Context: an optimization exercise on an open-source flow, tuned for small area, a short achievable clock period and few clock cycles per item. The choices shown serve that exercise and are no tape-out recipe.
Where RTL was checked, it was by simulation tests only, not by an equivalence proof against the original.
The flow treats the clock pin as an ideal source, which a real chip does not have.
Power and IR drop assume default switching activity.

== north ==
Design jam_top, start of the top module:
module jam_top (
	input  logic        clk,
	input  logic        rst_n,
	input  logic        in_valid,
	input  logic [6:0]  in_cost,
	output logic        out_valid,
	output logic [59:0] out_data    
);
For scale: about 740 flip-flops, ~71 I/O pins, roughly 0.029 sq mm of cells after synthesis.
Settings: LEC_CHECK=0, CAP_MARGIN=20, CORE_MARGIN=2, CORE_UTILIZATION=40, CTS_CLUSTER_DIAMETER=70, CTS_CLUSTER_SIZE=35, SLEW_MARGIN=20; clock period 15.0 ns.
standard.sh (not shown) runs the stock make flow with config.mk's settings and CLKGATE_MAP_FILE= SYNTH_SCRIPT=/design/flow/synth_recipe.tcl, a recipe that flattens the netlist after the stock synthesis.
==> flow/flow/run.sh <==
#!/bin/bash
# The standard layout, with timing repair aiming for extra setup slack and
# the clock tree's root buffer removed after CTS (flow/post_cts.tcl), so the
# clock port drives the tree's first level (four buffers) directly.
set -euo pipefail
bash standard.sh SETUP_SLACK_MARGIN=11 POST_CTS_TCL="$PWD/flow/post_cts.tcl" finish > make.log 2>&1
==> flow/flow/post_cts.tcl <==
proc bypass_root_buffer {} {
  set block [ord::get_db_block]
  set clknet [$block findNet clk]
  set its [$clknet getITerms]
  if {[llength $its] != 1} {
    puts "bypass: the clock port drives [llength $its] pins, tree left as is"
    return
  }
  set r [[lindex $its 0] getInst]
  set xo [$r findITerm X]
  if {$xo eq "NULL" || ![string match "*clkbuf*" [[$r getMaster] getName]]} {
    puts "bypass: no root clock buffer, tree left as is"
    return
  }
  set rn [$xo getNet]
  set sinks {}
  foreach s [$rn getITerms] {
    if {[$s getInst] ne $r} { lappend sinks $s }
  }
  if {[llength $sinks] > 4 || [llength [$rn getBTerms]] > 0} {
    puts "bypass: the root buffer drives [llength $sinks] pins, tree left as is"
    return
  }
  foreach s $sinks {
    $s disconnect
    $s connect $clknet
  }
  [lindex $its 0] disconnect
  $xo disconnect
  odb::dbInst_destroy $r
  odb::dbNet_destroy $rn
  puts "bypass: the clock port now drives [llength $sinks] clock buffers"
}

bypass_root_buffer
estimate_parasitics -placement
repair_timing_helper
detailed_placement
check_placement -verbose
estimate_parasitics -placement
report_clock_skew
north was carried through to the last stage, and its layout satisfied the timing, design-rule and antenna checks.
Testbench counts of north, summed over its fixed seeds: cycles 15,919, matrices 192.
Changes in south relative to north:
-- flow/flow/run.sh --
<<< north, line 5
set -euo pipefail
bash standard.sh SETUP_SLACK_MARGIN=11 POST_CTS_TCL="$PWD/flow/post_cts.tcl" finish > make.log 2>&1
>>> south, line 5
set -euo pipefail
bash standard.sh SETUP_SLACK_MARGIN=11.1 POST_CTS_TCL="$PWD/flow/post_cts.tcl" finish > make.log 2>&1
--- outcome ---
south against north: total length of routed met2 wires neither gained nor lost much, total power of the final layout comparable, total global-route track usage neither gained nor lost much, minimum period implied by the final worst setup slack moved up.
| number of cell instances on the worst register-to-register path | south vs north | 3 higher |
south and north ended up with nearly the same internal cell power.
The higher worst setup slack of south and north is in north.
Transition time at the pin with the least slew margin | south above north
Final design area excluding fillers grows slightly when moving from north to south.
south vs. north: count of TritonRoute iterations in the first routing pass went down by 3.
Input changes introduced in east (baseline for comparison: south):
# south
export LEC_CHECK = 0
export CAP_MARGIN = 20
export CORE_MARGIN = 2
export CORE_UTILIZATION = 40
export CTS_CLUSTER_DIAMETER = 70
export CTS_CLUSTER_SIZE = 35
export SLEW_MARGIN = 20
create_clock -name core_clock -period 15.0 [get_ports {clk}]
# east
export LEC_CHECK = 0
export CAP_MARGIN = 20
export CORE_MARGIN = 2
export CORE_UTILIZATION = 60
export CTS_CLUSTER_DIAMETER = 50
export CTS_CLUSTER_SIZE = 25
export PLACE_DENSITY = 0.7
export SLEW_MARGIN = 20
create_clock -name core_clock -period 15.0 [get_ports {clk}]
-- flow/flow/run.sh --
<<< south, line 5
set -euo pipefail
bash standard.sh SETUP_SLACK_MARGIN=11.1 POST_CTS_TCL="$PWD/flow/post_cts.tcl" finish > make.log 2>&1
>>> east, line 5
set -euo pipefail
bash standard.sh SETUP_SLACK_MARGIN=11 POST_CTS_TCL="$PWD/flow/post_cts.tcl" finish > make.log 2>&1
Results
- [compare] base=south new=east: wire length on met1 down 2900 um, required time at the worst-slack endpoint up 3.34 ns.
- Re global-route met1 utilization: south was lower than east.
Changes in west relative to east:
# east
export LEC_CHECK = 0
export CAP_MARGIN = 20
export CORE_MARGIN = 2
export CORE_UTILIZATION = 60
export CTS_CLUSTER_DIAMETER = 50
export CTS_CLUSTER_SIZE = 25
export PLACE_DENSITY = 0.7
export SLEW_MARGIN = 20
create_clock -name core_clock -period 15.0 [get_ports {clk}]
# west
export LEC_CHECK = 0
export CAP_MARGIN = 20
export CORE_MARGIN = 2
export CORE_UTILIZATION = 45
export CTS_CLUSTER_DIAMETER = 70
export CTS_CLUSTER_SIZE = 35
export PLACE_DENSITY = 0.8
export SLEW_MARGIN = 20
create_clock -name core_clock -period 15.0 [get_ports {clk}]
Between east and west, the die area is higher for west. east was larger in final cell area than west. On share of the final layout cell area in multi-input gates, the lower figure sits with east, not west. Of east and west, the run reporting the lower final worst slack was east. In the tables for east and west, proportion of power drawn by combinational gates reads higher with west. Highest net fanout along the worst path ends up lower on west. Changes observed in west relative to east: via count of the first global-routing pass picked up an extra about 0.5%; global-route usage lost 9.7 points.


Another version of the RTL of jam_top (not shown whole).
Size: ~30000 sq um of cells after synthesis.
==> flow/config.mk <==
export PLATFORM = sky130hd
export DESIGN_NAME = jam_top
export DESIGN_NICKNAME = jam_top
export VERILOG_FILES = /design/flow/design.v
export SDC_FILE = /design/flow/constraint.sdc
export NUM_CORES = 4
export LEC_CHECK = 0
export CAP_MARGIN = 20
export CORE_MARGIN = 2
export CORE_UTILIZATION = 40
export CTS_CLUSTER_DIAMETER = 60
export CTS_CLUSTER_SIZE = 30
export SLEW_MARGIN = 20
==> flow/constraint.sdc <==
create_clock -name core_clock -period 15.0 [get_ports {clk}]
set_input_delay 3.0000 -clock core_clock [delete_from_list [all_inputs] [get_ports {clk}]]
set_output_delay 3.0000 -clock core_clock [all_outputs]
set_load 0.01 [all_outputs]
==> flow/flow/run.sh <==
#!/bin/bash
# Standard layout, with timing repair aiming for extra setup slack.
set -euo pipefail
bash standard.sh SETUP_SLACK_MARGIN=11 finish > make.log 2>&1
Next try:
CORE_UTILIZATION = 65   (was 40)
PLACE_DENSITY = 0.75   (was not set)
Effect:
- The new run completed without violations
- final cell count came out lower by about 10%
- setup slack got worse by 0.18 ns
- clock-buffer cell count came out lower by 9
- fmax is lower by 3.2%
- hold slack is better by 0.043 ns
- routed wire length increases by about 6%
- cell area falls by about 2.6%
- die area came out lower by about 40%
- global-route usage rose by 16 points
Function was not checked in any run of this note: the RTL went through the layout flow alone.


Another version of the RTL of jam_top (not shown whole).
Size: ~730 flip-flops, ~71 I/O pins, about 29000 um2 of cells after synthesis.
==> flow/config.mk <==
export PLATFORM = sky130hd
export DESIGN_NAME = jam_top
export DESIGN_NICKNAME = jam_top
export VERILOG_FILES = /design/flow/design.v
export SDC_FILE = /design/flow/constraint.sdc
export NUM_CORES = 4
export LEC_CHECK = 0
export CAP_MARGIN = 20
export CORE_MARGIN = 2
export CORE_UTILIZATION = 40
export CTS_CLUSTER_DIAMETER = 60
export CTS_CLUSTER_SIZE = 30
export SLEW_MARGIN = 20
==> flow/constraint.sdc <==
create_clock -name core_clock -period 15.0 [get_ports {clk}]
set_input_delay 3.0000 -clock core_clock [delete_from_list [all_inputs] [get_ports {clk}]]
set_output_delay 3.0000 -clock core_clock [all_outputs]
set_load 0.01 [all_outputs]
==> flow/flow/run.sh <==
#!/bin/bash
# The standard layout, with timing repair aiming for extra setup slack and
# the clock tree's root buffer removed after CTS (flow/post_cts.tcl), so the
# clock port drives the tree's first level (four buffers) directly.
set -euo pipefail
bash standard.sh SETUP_SLACK_MARGIN=11 POST_CTS_TCL="$PWD/flow/post_cts.tcl" finish > make.log 2>&1
Scripts as last shown in full above: flow/flow/post_cts.tcl
The baseline went through all stages and came out clean.
Testbench counts at the start, summed over its fixed seeds: cycles 15,727, matrices 192.
==> next run, changes <==
--- a/flow/flow/post_cts.tcl
+++ b/flow/flow/post_cts.tcl
@@ -37,5 +37,2 @@
 repair_timing_helper
-detailed_placement
-check_placement -verbose
-estimate_parasitics -placement
 report_clock_skew
Outcome:
- Now the flow failed in global routing
- area after synthesis does not change
- synthesized cell count stays the same
==> next run, changes <==
==> flow/flow/run.sh (replaced) <==
#!/bin/bash
# Standard layout, with timing repair aiming for extra setup slack.
set -euo pipefail
bash standard.sh SETUP_SLACK_MARGIN=11 finish > make.log 2>&1
removed: flow/flow/post_cts.tcl
With this change the flow passed the timing, design-rule and antenna checks.
Synthesized cell count does not change.
Area after synthesis is unchanged.
==> next run, changes <==
- CORE_UTILIZATION: 40 -> 65
- PLACE_DENSITY: unset -> 0.75
Clock skew is lower by 13 ps.
Final area is lower by 3.0%.
Routed wire length is higher by 4.1%.
Worst setup slack is better by 38 ps.
Via count is higher by 5.2%.


jam_top, a different RTL version from the one above (not shown whole).
For scale: about 740 flip-flops, ~71 I/O pins, ~0.031 sq mm of cells after synthesis.
Settings: LEC_CHECK=0, CAP_MARGIN=20, CORE_MARGIN=2, CORE_UTILIZATION=65, CTS_CLUSTER_DIAMETER=60, CTS_CLUSTER_SIZE=30, PLACE_DENSITY=0.75, SLEW_MARGIN=20; clock period 15.0 ns.
==> flow/flow/run.sh <==
#!/bin/bash
# Standard layout, with timing repair aiming for extra setup slack.
set -euo pipefail
bash standard.sh SETUP_SLACK_MARGIN=11 finish > make.log 2>&1
The starting point finished with timing, DRC and antenna clean.
Then changed:
- CORE_UTILIZATION: 65 -> 40
- CTS_CLUSTER_DIAMETER: 60 -> default
- CTS_CLUSTER_SIZE: 30 -> default
- PLACE_DENSITY: 0.75 -> default
The changed run completed with no timing, DRC or antenna violations.
Power rose by a little under a tenth.
Critical path depth does not change.
Synthesized area is unchanged.
Worst hold slack gets worse by 0.015 ns.
Non-clock buffer count drops by 4.
Synthesized cell count stays the same.
Via count is lower slightly.
Global-route usage fell by 11 points.
Wire length grows by a little under a tenth.
Register-to-register slack is better by 0.02 ns.
Count of clock-buffer cells in the layout rises by 59.
Function was not checked in any run of this note: the RTL went through the layout flow alone.

[separate check: timing with driven ports]
Ports are ideal in the flow. The routed layouts listed here were re-timed in OpenROAD. Step 1 assumes that a clkbuf_16 drives the clock port and a buf_2 every other input. Step 2 adds t to the input delays and takes it off the output delays; t is the mean of the earliest and latest rising clock arrival at the registers after step 1. Input paths then give back, and output paths get back, about the clock's delay inside the block. Three values: ideal, step 1, step 2; two values: the first two.
run	t (ns)	slack for setup (ns)	hold slack, ns	pins driven straight from the clock port
north	0.538	11.032 / 10.909 / 11.098	0.319 / 0.319 / 0.319	4
south	0.538	11.028 / 10.904 / 11.151	0.319 / 0.319 / 0.319	4
east	0.565	10.993 / 10.905 / 10.993	0.320 / 0.320 / 0.320	4
west	0.522	11.042 / 10.919 / 11.076	0.329 / 0.329 / 0.329	4
the first run of note 2	0.710	9.662 / 9.662 / 9.662	0.278 / 0.278 / 0.278	1
the second run of note 2	0.668	9.486 / 9.486 / 9.486	0.321 / 0.321 / 0.321	1
the first run of note 3	0.579	10.865 / 10.897 / 10.370	0.284 / 0.284 / 0.284	4
the third run of note 3	0.713	10.827 / 10.764 / 10.378	0.287 / 0.287 / 0.287	1
the fourth run of note 3	0.667	10.864 / 10.806 / 10.204	0.302 / 0.302 / 0.302	1
the first run of note 4	0.667	10.832 / 10.767 / 11.093	0.324 / 0.324 / 0.324	1
the second run of note 4	0.694	10.829 / 10.766 / 11.107	0.309 / 0.309 / 0.309	1
After both steps every run listed still meets setup and hold. For the fourth run of note 3, which loses most, drivers alone change the setup slack by -0.058 ns; drivers and shift together by -0.660 ns.
